Context: an optimization exercise on an open-source flow, tuned for small area. The choices shown serve that exercise and are no tape-out recipe.
In this exercise RTL edits were held to simulation tests only and were not proved equivalent to the original.
No activity file was given, so power comes from the tool's default toggle rates. The flow treats the clock pin as an ideal source, which a real chip does not have.

File: design.v
module data_mem_responder (
    input  logic        clk,
    input  logic        rst,
    input  logic        MEM_R_EN,
    input  logic        MEM_W_EN,
    input  logic [31:0] address,
    input  logic [31:0] writeData,
    output logic [31:0] readData,
    output logic        ready,
    output logic        err
);
    localparam int NR = 13;
    logic       req, legal, is_load, is_store;
    logic [5:0] w;
    logic       hi, r12;
    logic [3:0] ring_sel;
    logic [2:0] slot;
    assign req      = MEM_R_EN | MEM_W_EN;
    assign legal    = (address[31:8] == 24'h4) && (address[1:0] == 2'b00) && !(MEM_R_EN && MEM_W_EN);
    assign is_load  = MEM_R_EN & ~MEM_W_EN;
    assign is_store = MEM_W_EN & ~MEM_R_EN;
    assign w        = address[7:2];
    assign hi       = w[5] & w[4];
    assign r12      = hi & w[3] & w[2];
    assign ring_sel = hi ? w[3:0] : w[5:2];
    assign slot     = (hi & ~r12) ? 3'd4 : {1'b0, w[1:0]};
    logic [2:0] ph5;
    logic [1:0] ph4;
    logic       sweep;     
    logic       match;
    logic       sw_done;
    always_ff @(posedge clk) begin
        if (rst) begin
            ph5 <= 3'd0;
            ph4 <= 2'd0;
            sweep <= 1'b1;
        end else begin
            ph5 <= (ph5 == 3'd4) ? 3'd0 : ph5 + 3'd1;
            ph4 <= ph4 + 2'd1;
            if (ph5 == 3'd4) sweep <= 1'b0;
        end
    end
    assign match   = r12 ? (ph4 == slot[1:0]) : (ph5 == slot);
    assign sw_done = ~sweep;
    logic [31:0] tap [NR];
    logic        wr, clr;
    assign wr  = is_store & legal & match & ~rst;
    assign clr = rst | ~sw_done;
    for (genvar g = 0; g < NR; g++) begin : g_ring
        localparam int L = (g == NR - 1) ? 4 : 5;
        logic [32*L-1:0] q;
        logic            hit, ins, keep;
        if (g == NR - 1) begin : g_hit12
            assign hit = r12;
        end else begin : g_hit
            assign hit = (ring_sel == 4'(g));
        end
        assign ins    = wr & hit;
        assign keep   = ~ins & ~clr;
        assign tap[g] = q[32*L-1 -: 32];
        logic [31:0] q_in;
        dm_ins u_ins (.s1(ins), .a(writeData), .s2(keep), .b(tap[g]), .y(q_in));
        always_ff @(posedge clk) begin
            q[31:0] <= q_in;
            for (int k = 1; k < L; k++) begin
                q[32*k +: 32] <= q[32*(k-1) +: 32];
            end
        end
    end
    logic [NR-1:0] rsel;
    logic [31:0]   cap_d, x_d;
    logic          cap_v, x_v;
    logic [31:0]   read_hold;
    logic [2:0]    cnt;
    logic          done, take, ok;
    for (genvar g = 0; g < NR; g++) begin : g_rsel
        assign rsel[g] = g_ring[g].hit & match;
    end
    dm_rd u_rd (
        .sel (rsel),
        .d0 (tap[0]),  .d1 (tap[1]),  .d2 (tap[2]),  .d3 (tap[3]),
        .d4 (tap[4]),  .d5 (tap[5]),  .d6 (tap[6]),  .d7 (tap[7]),
        .d8 (tap[8]),  .d9 (tap[9]),  .d10(tap[10]), .d11(tap[11]),
        .d12(tap[12]),
        .selc(~match), .c(cap_d),
        .y  (x_d)
    );
    assign x_v = match ? sw_done : cap_v;
    always_ff @(posedge clk) begin
        cap_d <= x_d;
        cap_v <= x_v;
    end
    always_ff @(posedge clk) begin
        if (rst) begin
            cnt <= 3'd0;
        end else if (cnt == 3'd4) begin
            cnt <= 3'd0;
        end else if (cnt != 3'd0 || req) begin
            cnt <= cnt + 3'd1;
        end
    end
    assign done = (cnt == 3'd4);
    assign take = (done & is_load) | rst;
    assign ok   = legal & x_v & ~rst;
    dm_ins u_out (.s1(take & ok), .a(x_d), .s2(~take), .b(read_hold), .y(readData));
    always_ff @(posedge clk) begin
        read_hold <= readData;
    end
    assign ready = done | ((cnt == 3'd0) & ~req);
    assign err   = done & ~legal;
endmodule
module dm_ins (
    input  logic        s1,
    input  logic [31:0] a,
    input  logic        s2,
    input  logic [31:0] b,
    output logic [31:0] y
);
    assign y = ({32{s1}} & a) | ({32{s2}} & b);
endmodule
module dm_rd (
    input  logic [12:0] sel,
    input  logic [31:0] d0, d1, d2, d3, d4, d5, d6, d7, d8, d9, d10, d11, d12,
    input  logic        selc,
    input  logic [31:0] c,
    output logic [31:0] y
);
    logic [31:0] n0, n1, n2, n3, m;
    dm_aoi222 u_a0 (.s0(sel[0]), .a0(d0), .s1(sel[1]),  .a1(d1),  .s2(sel[2]),  .a2(d2),  .y(n0));
    dm_aoi222 u_a1 (.s0(sel[3]), .a0(d3), .s1(sel[4]),  .a1(d4),  .s2(sel[5]),  .a2(d5),  .y(n1));
    dm_aoi222 u_a2 (.s0(sel[6]), .a0(d6), .s1(sel[7]),  .a1(d7),  .s2(sel[8]),  .a2(d8),  .y(n2));
    dm_aoi222 u_a3 (.s0(sel[9]), .a0(d9), .s1(sel[10]), .a1(d10), .s2(sel[11]), .a2(d11), .y(n3));
    dm_nand4  u_n  (.a(n0), .b(n1), .c(n2), .d(n3), .y(m));
    dm_ao221  u_o  (.s0(sel[12]), .a0(d12), .s1(selc), .a1(c), .b(m), .y(y));
endmodule
module dm_aoi222 (
    input  logic        s0, s1, s2,
    input  logic [31:0] a0, a1, a2,
    output logic [31:0] y
);
    assign y = ~(({32{s0}} & a0) | ({32{s1}} & a1) | ({32{s2}} & a2));
endmodule
module dm_nand4 (
    input  logic [31:0] a, b, c, d,
    output logic [31:0] y
);
    assign y = ~(a & b & c & d);
endmodule
module dm_ao221 (
    input  logic        s0, s1,
    input  logic [31:0] a0, a1, b,
    output logic [31:0] y
);
    assign y = ({32{s0}} & a0) | ({32{s1}} & a1) | b;
endmodule
File: config.mk
export PLATFORM = sky130hd
export DESIGN_NAME = data_mem_responder
export DESIGN_NICKNAME = data_mem_responder
export VERILOG_FILES = /design/flow/design.v
export SDC_FILE = /design/flow/constraint.sdc
export NUM_CORES = 4
export LEC_CHECK = 0
export CAP_MARGIN = 0
export CORE_MARGIN = 2
export CORE_UTILIZATION = 55
export PLACE_DENSITY = 0.75
export SLEW_MARGIN = 0
export SYNTH_HIERARCHICAL = 1
File: constraint.sdc
create_clock -name core_clock -period 8.0 [get_ports {clk}]
set_input_delay 1.6000 -clock core_clock [delete_from_list [all_inputs] [get_ports {clk}]]
set_output_delay 1.6000 -clock core_clock [all_outputs]
set_load 0.01 [all_outputs]
File: flow/run.sh
#!/bin/bash
# Standard ORFS flow; CTS without dummy loads, port buffers of the smallest buffer.
set -euo pipefail
export CTS_ARGS="-sink_clustering_enable -repair_clock_nets -dont_use_dummy_load -sink_clustering_size 36 -sink_clustering_max_diameter 70"
export BUFFER_PORTS_ARGS="-buffer_cell sky130_fd_sc_hd__buf_1"
bash standard.sh > standard_flow.log 2>&1
File: standard.sh
#!/bin/bash
# synth_recipe.tcl (not shown) runs the flow's synth.tcl, then flattens the netlist and writes it again
# the make line also repeats each setting of config.mk as NAME=value (left out here)
make -C /OpenROAD-flow-scripts/flow DESIGN_CONFIG=/design/flow/config.mk WORK_HOME=/design/flow/orfs CLKGATE_MAP_FILE= SYNTH_SCRIPT=/design/flow/synth_recipe.tcl "${@:-finish}"
==> key figures <==
Final layout
  – Fin cells: between 4000 and 5000
  – Commonest non-fill, non-tap cells in the layout: 2122 x dfxtp_1, 420 x a22o_1, 128 x a222oi_1
  – Cell area after layout: 53600 µm²
  – Area delta synth->final: 6.10%
  – Commonest non-fill, non-tap cell in the layout: dfxtp_1
  – Antenna diode count: 0
  – Final core utilization: 0.587
  – Total Nets Final: roughly 3200
  – Layout cells sized above 1: 0.0626

Critical path
  – CP Class: primary input to primary output
  – CP delay by family, top: simple AND/OR/NAND/NOR gates
  – Crit. End Element: primary output
  – Max incr delay on CP: 740 ps
  – Critical path's slowest cell: or3_1
  – Crit path DAT: 5420 ps
  – Crit path buf inv count: 3
  – Cell chain of the critical path: buf_1 > and2_4 > a21boi_4 > nor2_1 > or3_1 > nor2_4 > buf_4 > a222oi_1 > nand4_1 > a221o_1 > a22o_1 > buf_1
  – Flop2flop setup slack: 4220 ps
  – CP required: 6400 ps
  – Worst Path Max Fanout: 13
  – Cell mode on critical path: buf_1
  – CP Launch Type: primary input

Power
  – Power, Total: 15.3 mW
  – Leak Pwr: 20.4 nW
  – VDD IR max: 0.154 mV
  – Power density cells: 286 nW/µm²

Timing
  – Setup TNS Final: 0 ps
  – Final WS setup: 979 ps
  – Least-Margin Pin Slew: around 1300 ps
  – Slew Viols, Final: 0
  – Max transition margin: 0.142
  – Hold slack: 252 ps
  – RSZ-0062 raised after global routing: no
  – Clk_skew: 73.1 ps
  – Tmin final: between 7000 and 8000 ps
  – Max Freq: approximately 0.14 GHz
  – Final setup fails: 0
  – Final Hold Vio Count: 0
  – Final Cycle Share: 0.878

Routing
  – Final WL: between 100 and 150 mm
  – 1st-iter DRT viols: 3217
  – WL/cell: 24.6 µm
  – Post-DRT Antenna Nets: 0
  – Vias per inst: 5.62
  – TritonRoute pass-1 iters: 8
  – Via count: 24400
  – Residual DRC: 0

Floorplan
  – Chip height: 307 µm
  – Core Region: roughly 91000 µm²
  – Initial core utilization: 0.553
  – Rows: 111
  – Total I/O pin count: just over 100
  – Die Wd: slightly above 300 µm
  – Die area: roughly 94000 µm²

CTS
  – Cts hold-fix bufs: 0
  – Num CTS Buffers: 75
  – Clock-pin transition on the worst setup and hold timing paths: 120 ps
  – Clock buffer depth: 3
  – H-tree Lvls: 3
  – CTS root buf: clkbuf_16
  – CTS tree: built
  – Post_cts resized: 0
  – Post-CTS Setup Bufs: 0
  – Worst-skew pair later-pin latency: 680 ps
  – Clk sinks: 2122

Hold path
  – Min-Delay Path Class: register to register

Placed design
  – Dpl cells: about 4300
  – Placed cell area: between 50000 and 60000 µm²
  – Final HPWL DP: 60.2 mm
  – PortBufs: 101
  – Place WS: 1120 ps
  – Global placement routability congestion: 0.784

Global routing
  – First-pass GRT wire length: 153 mm
  – Vias in the first global route: 23500
  – Largest net degree at the start of global routing: 37
  – Remaining global-route overflow: 0
  – Initial antenna violation count: 3
  – GRT Util Overall: 0.221

Synth
  – FF+latch count, synth: 2122
  – Synth Instances: slightly above 3000
  – Top_reg_cell synth: dfxtp_1
  – Syn nets: 3131
  – YS warnings: 9
  – Area leader, netlist: dfxtp_1
  – Synthesized area per cell: 16.5 µm²
  – Area share of the largest cell type after synthesis: 0.840
  – Cell Area, Synth: 50600 µm²
  – Number of synthesized flops with an enable pin: 0
  – Cell variety after synth: 44
  – Synth top area cells: dfxtp_1 84%, a22o_1 7.3%, buf_6 2.6%
  – Async SR Flop Fraction: 0
  – Seq/Total Area, Yosys: 0.840

Outcome
  – Outcome: no timing/DRC/antenna violations

Job
  – Max_cap viols: 0
modules after synthesis, one instance, submodules excluded, a selection:
module / flops+latches / cells inside
data_mem_responder: 2122 / 2293
dm_ins: 0 / 38
dm_nand4: 0 / 32
dm_aoi222: 0 / 41
dm_ao221: 0 / 38
area by class of cell:
cell class                      instances  area [µm²]
Inverter                                7        26.3
Sequential cell                      2122       42500
Tap cell                             1186        1480
Timing Repair Buffer                  148         807
Clock buffer                           75        1880
Fill cell                            6717       37800
Multi-Input combinational cell        795        6960
power breakdown:
part	leakage (nW)	total (mW)	switching, mW	internal (mW)
logic	2.44	0.202	0.161	0.0404
clock network	0.924	4.55	2.85	1.71
registers	17.1	10.6	0.00725	10.6
layer usage:
layer | track usage | wire (µm)
met5 | 0 | 0
met4 | 0.0802 | 3610
met3 | 0.0434 | 10100
met2 | 0.311 | 43500
met1 | 0.339 | 49400
path summary, 6_finish.rpt:
path | startpoint | end | cells after the start
worst max-delay path | address[7] | readData[13] | 12
worst min-delay path | g_ring[9].q[39]$_DFF_P_ | g_ring[9].q[71]$_DFF_P_ | 0
worst max register to register | ph5[2]$_SDFF_PP0_ | read_hold[13]$_DFF_P_ | 10
worst min register to register | g_ring[9].q[39]$_DFF_P_ | g_ring[9].q[71]$_DFF_P_ | 0
registers in the layout, indices dropped and copies added (netlist names):
register,flops
cap_v,1
g_ring.q,2048
read_hold,32
sweep,1
ph5,3
cap_d,32
ph4,2
cnt,3
cell families after synthesis:
kind of cell             Yosys count  synth area share
AO/OA/AOI/OAI                    637             0.114
buffers and inverters            142            0.0282
flip-flops                      2122             0.840
XOR/XNOR                           5          0.000866
adder cells (fa/ha/maj)            4          0.000990
multiplexers                       1          0.000198
AND/OR/NAND/NOR                  148            0.0156
cells in the mapped netlist, types with 3 or more instances:
master	n
a22o_2	28
nand3_1	4
nor4_1	18
a222oi_1	128
ha_1	4
nand4b_1	3
clkbuf_1	4
dfxtp_1	2122
inv_1	7
nor2_1	53
nand2_1	11
a221o_1	31
buf_2	14
xnor2_1	3
buf_6	116
o21ai_0	5
a211oi_1	5
nand4_1	38
nand2b_1	3
or3_1	3
and2_1	3
o21a_1	3
a21oi_1	9
a22o_1	420

==> separate check: timing with driven ports <==
No port has a modelled driver above. Below, the same layout with a new extraction and two added sets of constraints. Step 1 assumes that a clkbuf_16 drives the clock port and a buf_2 every other input. Step 2, shift: input delay + t, output delay - t, t = (earliest + latest rising clock arrival at the registers) / 2. This alone moves slack from input paths to output paths. Slacks: ideal ports / drivers / drivers and shift; pairs: ideal ports / drivers.
t, ns: 0.704
setup slack, ns: 0.979 / 0.952 / 0.952
worst setup path at the end: input to output
latest minus earliest clock arrival (ns): 0.084 / 0.084
worst slew at a driven data input, ns: 0.08
After both steps setup and hold are still met in this run. The setup slack of this run moves by -0.027 ns with the drivers and by -0.027 ns with both steps.
